This design comes from an exercise in tuning for small area, a short achievable clock period and few clock cycles per item on the open sky130 flow, not from production work. Function was checked by simulation only, so behaviour that the tests miss may differ from the original. No activity file was given, so power comes from the tool's default toggle rates.

--- run.sh ---
#!/bin/bash
# synth_recipe.tcl (not shown) runs the flow's synth.tcl, then flattens the netlist and writes it again
# the make line also repeats each setting of config.mk as NAME=value (left out here)
make -C /OpenROAD-flow-scripts/flow DESIGN_CONFIG=/design/flow/config.mk WORK_HOME=/design/flow/orfs CLKGATE_MAP_FILE= SYNTH_SCRIPT=/design/flow/synth_recipe.tcl finish
--- config.mk ---
export PLATFORM = sky130hd
export DESIGN_NAME = fc_layer_top
export DESIGN_NICKNAME = fc_layer_top
export VERILOG_FILES = /design/flow/design.v
export SDC_FILE = /design/flow/constraint.sdc
export NUM_CORES = 4
export LEC_CHECK = 0
export CAP_MARGIN = 20
export CORE_MARGIN = 2
export CORE_UTILIZATION = 40
export SLEW_MARGIN = 20
--- constraint.sdc ---
create_clock -name core_clock -period 9.0 [get_ports {clk}]
set_input_delay 1.8000 -clock core_clock [delete_from_list [all_inputs] [get_ports {clk}]]
set_output_delay 1.8000 -clock core_clock [all_outputs]
set_load 0.01 [all_outputs]
--- design.v ---
`default_nettype none
package fc_pkg;
    localparam int BYTE_W    = 8;
    localparam int WORD_W    = 32;
    localparam int IN_COUNT  = 8;
    localparam int OUT_COUNT = 4;
    localparam int ACC_W     = 20;
    localparam int FEATURE_W = IN_COUNT * BYTE_W;
    localparam int FRAME_WORDS = (FEATURE_W + OUT_COUNT * FEATURE_W
                                  + OUT_COUNT * BYTE_W) / WORD_W;
    localparam int STEP_W = 4;
    typedef enum logic {
        LOAD_RECEIVE,
        LOAD_COMPUTE
    } loader_state_t;
    typedef enum logic [1:0] {
        LANE_IDLE,
        LANE_ACCUMULATE,
        LANE_BIAS_ADD,
        LANE_DONE
    } lane_state_t;
endpackage
`default_nettype wire
`timescale 1ns/1ns
`default_nettype none
import fc_pkg::*;
module fc_frame_loader (
    input  wire logic                                clk,
    input  wire logic                                rstn,
    input  wire logic                                in_valid,
    input  wire logic [WORD_W-1:0]                   in_data,
    input  wire logic                                out_valid,
    output logic      [FEATURE_W-1:0]                features,
    output logic      [OUT_COUNT-1:0][FEATURE_W-1:0] weights,
    output logic      [OUT_COUNT-1:0][BYTE_W-1:0]    biases,
    output logic                                     start
);
    localparam int CNT_W      = $clog2(FRAME_WORDS);
    localparam int FEAT_WORDS = FEATURE_W / WORD_W;
    localparam int BIAS_WORD  = FRAME_WORDS - 1;
    fc_pkg::loader_state_t    state;
    logic [CNT_W-1:0] word_cnt;
    logic [CNT_W-1:0] widx;
    logic             accept;
    logic             last_word;
    assign accept    = in_valid && (state == LOAD_RECEIVE);
    assign last_word = (word_cnt == CNT_W'(BIAS_WORD));
    assign widx      = word_cnt - CNT_W'(FEAT_WORDS);
    always_ff @(posedge clk or negedge rstn) begin
        if (!rstn) begin
            state    <= LOAD_RECEIVE;
            word_cnt <= '0;
            start    <= 1'b0;
        end else begin
            start <= 1'b0;
            case (state)
                LOAD_RECEIVE: begin
                    if (accept) begin
                        if (last_word) begin
                            word_cnt <= '0;
                            state    <= LOAD_COMPUTE;
                            start    <= 1'b1;
                        end else begin
                            word_cnt <= word_cnt + 1'b1;
                        end
                    end
                end
                LOAD_COMPUTE: begin
                    if (out_valid) begin
                        state <= LOAD_RECEIVE;
                    end
                end
                default: state <= LOAD_RECEIVE;
            endcase
        end
    end
    always_ff @(posedge clk) begin
        if (accept) begin
            if (word_cnt < CNT_W'(FEAT_WORDS)) begin
                features[word_cnt * WORD_W +: WORD_W] <= in_data;
            end else if (last_word) begin
                biases <= in_data;
            end else begin
                weights[widx[2:1]][widx[0] * WORD_W +: WORD_W] <= in_data;
            end
        end
    end
endmodule
`default_nettype wire
`timescale 1ns/1ns
`default_nettype none
import fc_pkg::*;
module fc_neuron_lane (
    input  wire logic                 clk,
    input  wire logic                 rstn,
    input  wire logic                 start,
    input  wire logic [FEATURE_W-1:0] features,
    input  wire logic [FEATURE_W-1:0] weights,
    input  wire logic [BYTE_W-1:0]    bias,
    output logic      [ACC_W-1:0]     sum,
    output logic                      done
);
    fc_pkg::lane_state_t               state;
    logic [STEP_W-1:0]         step;
    logic [ACC_W-1:0]          acc;
    logic signed [BYTE_W-1:0]   feat_byte;
    logic signed [BYTE_W-1:0]   wgt_byte;
    logic signed [2*BYTE_W-1:0] product;
    logic        [ACC_W-1:0]    product_ext;
    logic        [ACC_W-1:0]    bias_ext;
    assign feat_byte = features[step * BYTE_W +: BYTE_W];
    assign wgt_byte  = weights[step * BYTE_W +: BYTE_W];
    assign product   = feat_byte * wgt_byte;
    assign product_ext = {{(ACC_W - 2 * BYTE_W){product[2*BYTE_W-1]}}, product};
    assign bias_ext    = {{(ACC_W - BYTE_W){bias[BYTE_W-1]}}, bias};
    always_ff @(posedge clk) begin
        case (state)
            LANE_IDLE:       if (start) acc <= '0;
            LANE_ACCUMULATE: acc <= acc + product_ext;
            LANE_BIAS_ADD:   acc <= acc + bias_ext;
            default:         acc <= acc;
        endcase
    end
    always_ff @(posedge clk or negedge rstn) begin
        if (!rstn) begin
            state <= LANE_IDLE;
            step  <= '0;
        end else begin
            case (state)
                LANE_IDLE: begin
                    step <= '0;
                    if (start) state <= LANE_ACCUMULATE;
                end
                LANE_ACCUMULATE: begin
                    if (step == STEP_W'(IN_COUNT - 1)) begin
                        state <= LANE_BIAS_ADD;
                    end
                    step <= step + 1'b1;
                end
                LANE_BIAS_ADD: state <= LANE_DONE;
                LANE_DONE:     state <= LANE_IDLE;
                default:       state <= LANE_IDLE;
            endcase
        end
    end
    assign sum  = acc;
    assign done = (state == LANE_DONE);
endmodule
`default_nettype wire
`timescale 1ns/1ns
`default_nettype none
import fc_pkg::*;
module fc_output_packer (
    input  wire logic                            clk,
    input  wire logic                            rstn,
    input  wire logic [OUT_COUNT-1:0][ACC_W-1:0] sums,
    input  wire logic [OUT_COUNT-1:0]            lane_done,
    output logic                                 out_valid,
    output logic      [WORD_W-1:0]               out_data
);
    localparam int Q_LSB = BYTE_W;
    localparam int Q_MSB = Q_LSB + BYTE_W - 1;
    logic [OUT_COUNT-1:0][BYTE_W-1:0] packed_q;
    logic                             all_done;
    function automatic logic [BYTE_W-1:0] quantize(input logic [ACC_W-1:0] s);
        logic [ACC_W-Q_MSB-1:0] top;
        top = s[ACC_W-1:Q_MSB];
        if ((top == '0) || (top == '1)) begin
            quantize = {s[ACC_W-1], s[Q_MSB-1:Q_LSB]};
        end else begin
            quantize = s[ACC_W-1] ? {1'b1, {(BYTE_W-1){1'b0}}} : {1'b0, {(BYTE_W-1){1'b1}}};
        end
    endfunction
    always_comb begin
        for (int j = 0; j < OUT_COUNT; j++) begin
            packed_q[j] = quantize(sums[j]);
        end
    end
    assign all_done = &lane_done;
    always_ff @(posedge clk or negedge rstn) begin
        if (!rstn) begin
            out_valid <= 1'b0;
            out_data  <= '0;
        end else begin
            out_valid <= all_done;
            if (all_done) out_data <= packed_q;
        end
    end
endmodule
`default_nettype wire
`timescale 1ns/1ns
`default_nettype none
import fc_pkg::*;
module fc_layer_top (
    input  wire logic              clk,
    input  wire logic              rstn,
    input  wire logic              in_valid,
    input  wire logic [WORD_W-1:0] in_data,
    output logic                   out_valid,
    output logic      [WORD_W-1:0] out_data
);
    logic [FEATURE_W-1:0]                features;
    logic [OUT_COUNT-1:0][FEATURE_W-1:0] weights;
    logic [OUT_COUNT-1:0][BYTE_W-1:0]    biases;
    logic                                start;
    logic [OUT_COUNT-1:0][ACC_W-1:0]     sums;
    logic [OUT_COUNT-1:0]                lane_done;
    fc_frame_loader u_loader (
        .clk       (clk),
        .rstn      (rstn),
        .in_valid  (in_valid),
        .in_data   (in_data),
        .out_valid (out_valid),
        .features  (features),
        .weights   (weights),
        .biases    (biases),
        .start     (start)
    );
    for (genvar j = 0; j < OUT_COUNT; j++) begin : g_lane
        fc_neuron_lane u_lane (
            .clk      (clk),
            .rstn     (rstn),
            .start    (start),
            .features (features),
            .weights  (weights[j]),
            .bias     (biases[j]),
            .sum      (sums[j]),
            .done     (lane_done[j])
        );
    end
    fc_output_packer u_packer (
        .clk       (clk),
        .rstn      (rstn),
        .sums      (sums),
        .lane_done (lane_done),
        .out_valid (out_valid),
        .out_data  (out_data)
    );
endmodule
`default_nettype wire
==> impl_metrics.ini <==
[outcome]
status = timing/DRC/antenna clean

[clock_network]
holdBufCountCts = 0
htreeDepth = 2
clock-root-buffer = clkbuf_16
cts_buffer_depth = 3
post_cts_buffers = 0
cts_tree = yes
cts.sinks = 495
clkLatencyLatePin_ps = 620
cts_buffers = 54
path_clk_slew_ps = 60
post_cts_resize_count = 0

[pwr]
p_leak_nw = 15.8
p_per_area_nw_per_um2 = 115
ir_worst_vdd_uv = 175

[logic_synthesis]
synth_top_family_by_area = adder cells
synth-simple-area-share_pct = 10.6
ys.flop_type = edfxtp_1
synth_adder_area_share_pct = 19.4
synth_edf_count = 432
synth_top_cell_by_area = edfxtp_1
async_reset_ff_share_pct = 12.7
syn_area_per_cell_um2 = 11.1
syn_area_um2 = 38600
synth_nets = 3960
synth_compound_area_share_pct = 12.3
ys_seq_area_share_pct = 37.7
synthDistinctLibCells = 74
synthMuxAreaShare_pct = 11.5
synth_top_area_share_pct = 33.6
synth-seq-cells = 495
syn_inst = 3464
yosysWarnings = 3
synth_xor_area_share_pct = 2.63
synthTopCellsByArea = edfxtp_1 34%, fa_1 12%, ha_1 7.6%, mux4_2 7.5%, a22o_1 4.6%

[drt]
drtPass1Iterations = 5
via_count = 26740
viasPerCell = 5.62
wl_um = 103000
antenna_left = 0
routedWlPerCell_um = 21.7
drc = 0
drt_iter0_markers = 2643

[final_layout]
fin_nets = 3948
area_growth_pct = 9.89
finish.utilization_pct = 44.5
drive_gt1_share_pct = 13.8

[min_path]
worstHoldStart = u_packer.out_data[15]$_DFFE_PN0P_
min_to = u_packer.out_data[15]$_DFFE_PN0P_
hp-class = reg -> reg
hold_path_depth = 2

[sta]
tightest_slew_ps = 1190
relSlewSlack_pct = 20.2
fin_crit_ps = 8200
drv_slew = 0
fin_worst_skew_ps = 15.6
hold_viol_final = 0
rsz0062_at_grt = false
period_share_pct = 91.1
max_freq_mhz = 122
finalSetupTns_ps = 0
setup_viol_count_final = 0

[flow_run]
cap_violations = 0

[floorplanning]
start_util_pct = 40.5
die_x_um = 315
die_area_um2 = 99000
core-area_um2 = 95300
die_y_um = 315
io_pins = 68
core.rowCount = 113

[global_routing]
grt_usage_pct = 21.0
grt-ovfl-total = 0
antenna_found_initial = 5
grt_max_degree = 182
grt_first_pass_wirelength_um = 161000
grt_pass1_vias = 26273

[critical_path]
start_kind = flip-flop
rr_startpoint = g_lane[3].u_lane.step[1]$_DFFE_PN0P_
timing.rr.end = g_lane[3].u_lane.acc[19]$_SDFFCE_PN0P_
worstSetupPathType = reg -> reg
ff2ff_setup_slack_ps = 800
reg2reg_depth = 27
crit_arrival_ps = 8580
required_ps = 9370
cp-end-kind = flip-flop
crit_fanout = 19

[placed_design]
gp_congestion = 0.859
port_buffers = 67
place_hpwl_um = 73900
-- per-stage QoR --
stage	instances	area [um^2]	hold WS (ps)	setup slack, ps	total power, mW
finish	4762	42400	471	797	4.88
global route	4761	42400	506	145	4.99
CTS	4761	42400	478	826	4.92
detailed placement	4661	40600	463	843	2.62
global placement	4658	40600	460	947	2.63
floorplan	3464	38600	511	261	2.55
-- worst max-delay path, cell delays in order (launching register included) --
cell and delay [ps]:
dfrtp_1 950, mux4_2 410, nand2b_1 90, a21oi_1 480
nand2b_1 270, fa_1 660, fa_1 530, inv_1 50
fa_1 470, inv_1 50, fa_1 470, inv_1 40
ha_1 340, and3_1 190, a21oi_1 150, o21ai_0 170
or2_2 300, a21oi_1 180, xor2_1 300, o21ai_0 170
ha_1 420, a21o_1 190, a21oi_1 180, o21ai_0 110
or2_1 230, o311ai_1 310, xor2_1 170, nor2b_1 60
-- cells in the mapped netlist (all sizes together) (87+ instances only) --
cell type	count
a21oi	126
a22o	203
clkbuf	127
edfxtp	432
fa	228
ha	233
inv	385
mux2	87
mux4	128
nand2	195
nor2	271
o21ai	194
or2	95
-- layer usage --
metal,wire length (um),GRT usage [%]
met1,45700,30.4
met2,47100,33.1
met3,7520,2.93
met4,3090,5.56
met5,0,0
-- worst max path at each step --
stage | start | end | cells after the start
after floorplan | in_valid | u_loader.features[0]$_DFFE_PP_ | 2
after global placement | g_lane[3].u_lane.step[1]$_DFFE_PN0P_ | g_lane[3].u_lane.acc[19]$_SDFFCE_PN0P_ | 27
after detailed placement | g_lane[3].u_lane.step[1]$_DFFE_PN0P_ | g_lane[3].u_lane.acc[19]$_SDFFCE_PN0P_ | 29
after CTS | g_lane[3].u_lane.step[1]$_DFFE_PN0P_ | g_lane[3].u_lane.acc[19]$_SDFFCE_PN0P_ | 27
after global routing | g_lane[3].u_lane.step[1]$_DFFE_PN0P_ | g_lane[3].u_lane.acc[19]$_SDFFCE_PN0P_ | 28
final | g_lane[3].u_lane.step[1]$_DFFE_PN0P_ | g_lane[3].u_lane.acc[19]$_SDFFCE_PN0P_ | 27
-- sequential cells by signal, summed over array words and instances (netlist names) --
signal and count:
u_packer.out_data 32, u_loader.start 1, u_loader.state 1, u_packer.out_valid 1, g_lane.u_lane.step 16, u_loader.features 64, u_loader.biases 32, g_lane.u_lane.state 8
g_lane.u_lane.acc 80, u_loader.word_cnt 4, u_loader.weights 256
-- layout make-up --
| type | count | area (um^2) |
|---|---|---|
| Inverter | 385 | 1450 |
| Sequential cell | 495 | 14600 |
| Multi-Input combinational cell | 2391 | 21900 |
| Clock inverter | 30 | 285 |
| Fill cell | 8946 | 52900 |
| Tap cell | 1265 | 1580 |
| Antenna cell | 1 | 2.50 |
| Timing Repair Buffer | 125 | 1150 |
| Clock buffer | 70 | 1510 |
-- cells by family (layout without fill, tap and decap cells) --
logic type | count (synthesis) | in the layout
and+or+nand+nor | 847 | 847
other | 0 | 1
xor gates and xnor gates | 116 | 116
muxes | 273 | 273
DFF | 495 | 495
buffers and inverters | 578 | 610
AOI/OAI and AO/OA | 694 | 694
adders and majority gates | 461 | 461
-- power by group --
group	internal (mW)	switching [mW]	total (mW)
combinational	0.0276	0.0818	0.109
clock	1.32	0.986	2.31
sequential	2.47	0	2.47
total	3.82	1.07	4.88
-- cells in the final DEF, fill, tap and decap left out, types with 58 or more instances in the layout --
cell type | synthesis | final
clkdlybuf4s50_1 | 0 | 65
mux4_2 | 128 | 128
mux2_2 | 84 | 84
ha_1 | 233 | 232
nor2b_1 | 59 | 59
a21oi_1 | 124 | 123
edfxtp_1 | 432 | 432
inv_1 | 385 | 385
o21ai_0 | 173 | 173
or2_2 | 90 | 90
mux2i_1 | 58 | 58
xnor2_1 | 81 | 81
fa_1 | 228 | 228
a22o_1 | 203 | 203
nand2b_1 | 60 | 60
nor2_1 | 271 | 266
nand2_1 | 195 | 194
dfrtp_1 | 63 | 59
Testbench counts, summed over its fixed seeds: cycles 8,832, frames 384.

==> what the ideal ports hide <==
Ports are ideal in the flow. The routed layout listed here was re-timed in OpenROAD. Step 1, drivers: a clkbuf_16 drives clk and a buf_2 each remaining input, both assumed. Step 2, shift: input delay + t, output delay - t, t = (earliest + latest rising clock arrival at the registers) / 2. This alone moves slack from input paths to output paths. a / b / c = ideal / step 1 / step 2; a / b = the first two.
t (ns): 0.687
slack for setup (ns): 0.797 / 0.797 / 0.797
hold WS [ns]: 0.471 / 0.471 / 0.471
After both steps this run still meets setup and hold. For this run, drivers alone change the setup slack by 0.000 ns; drivers and shift together by 0.000 ns.
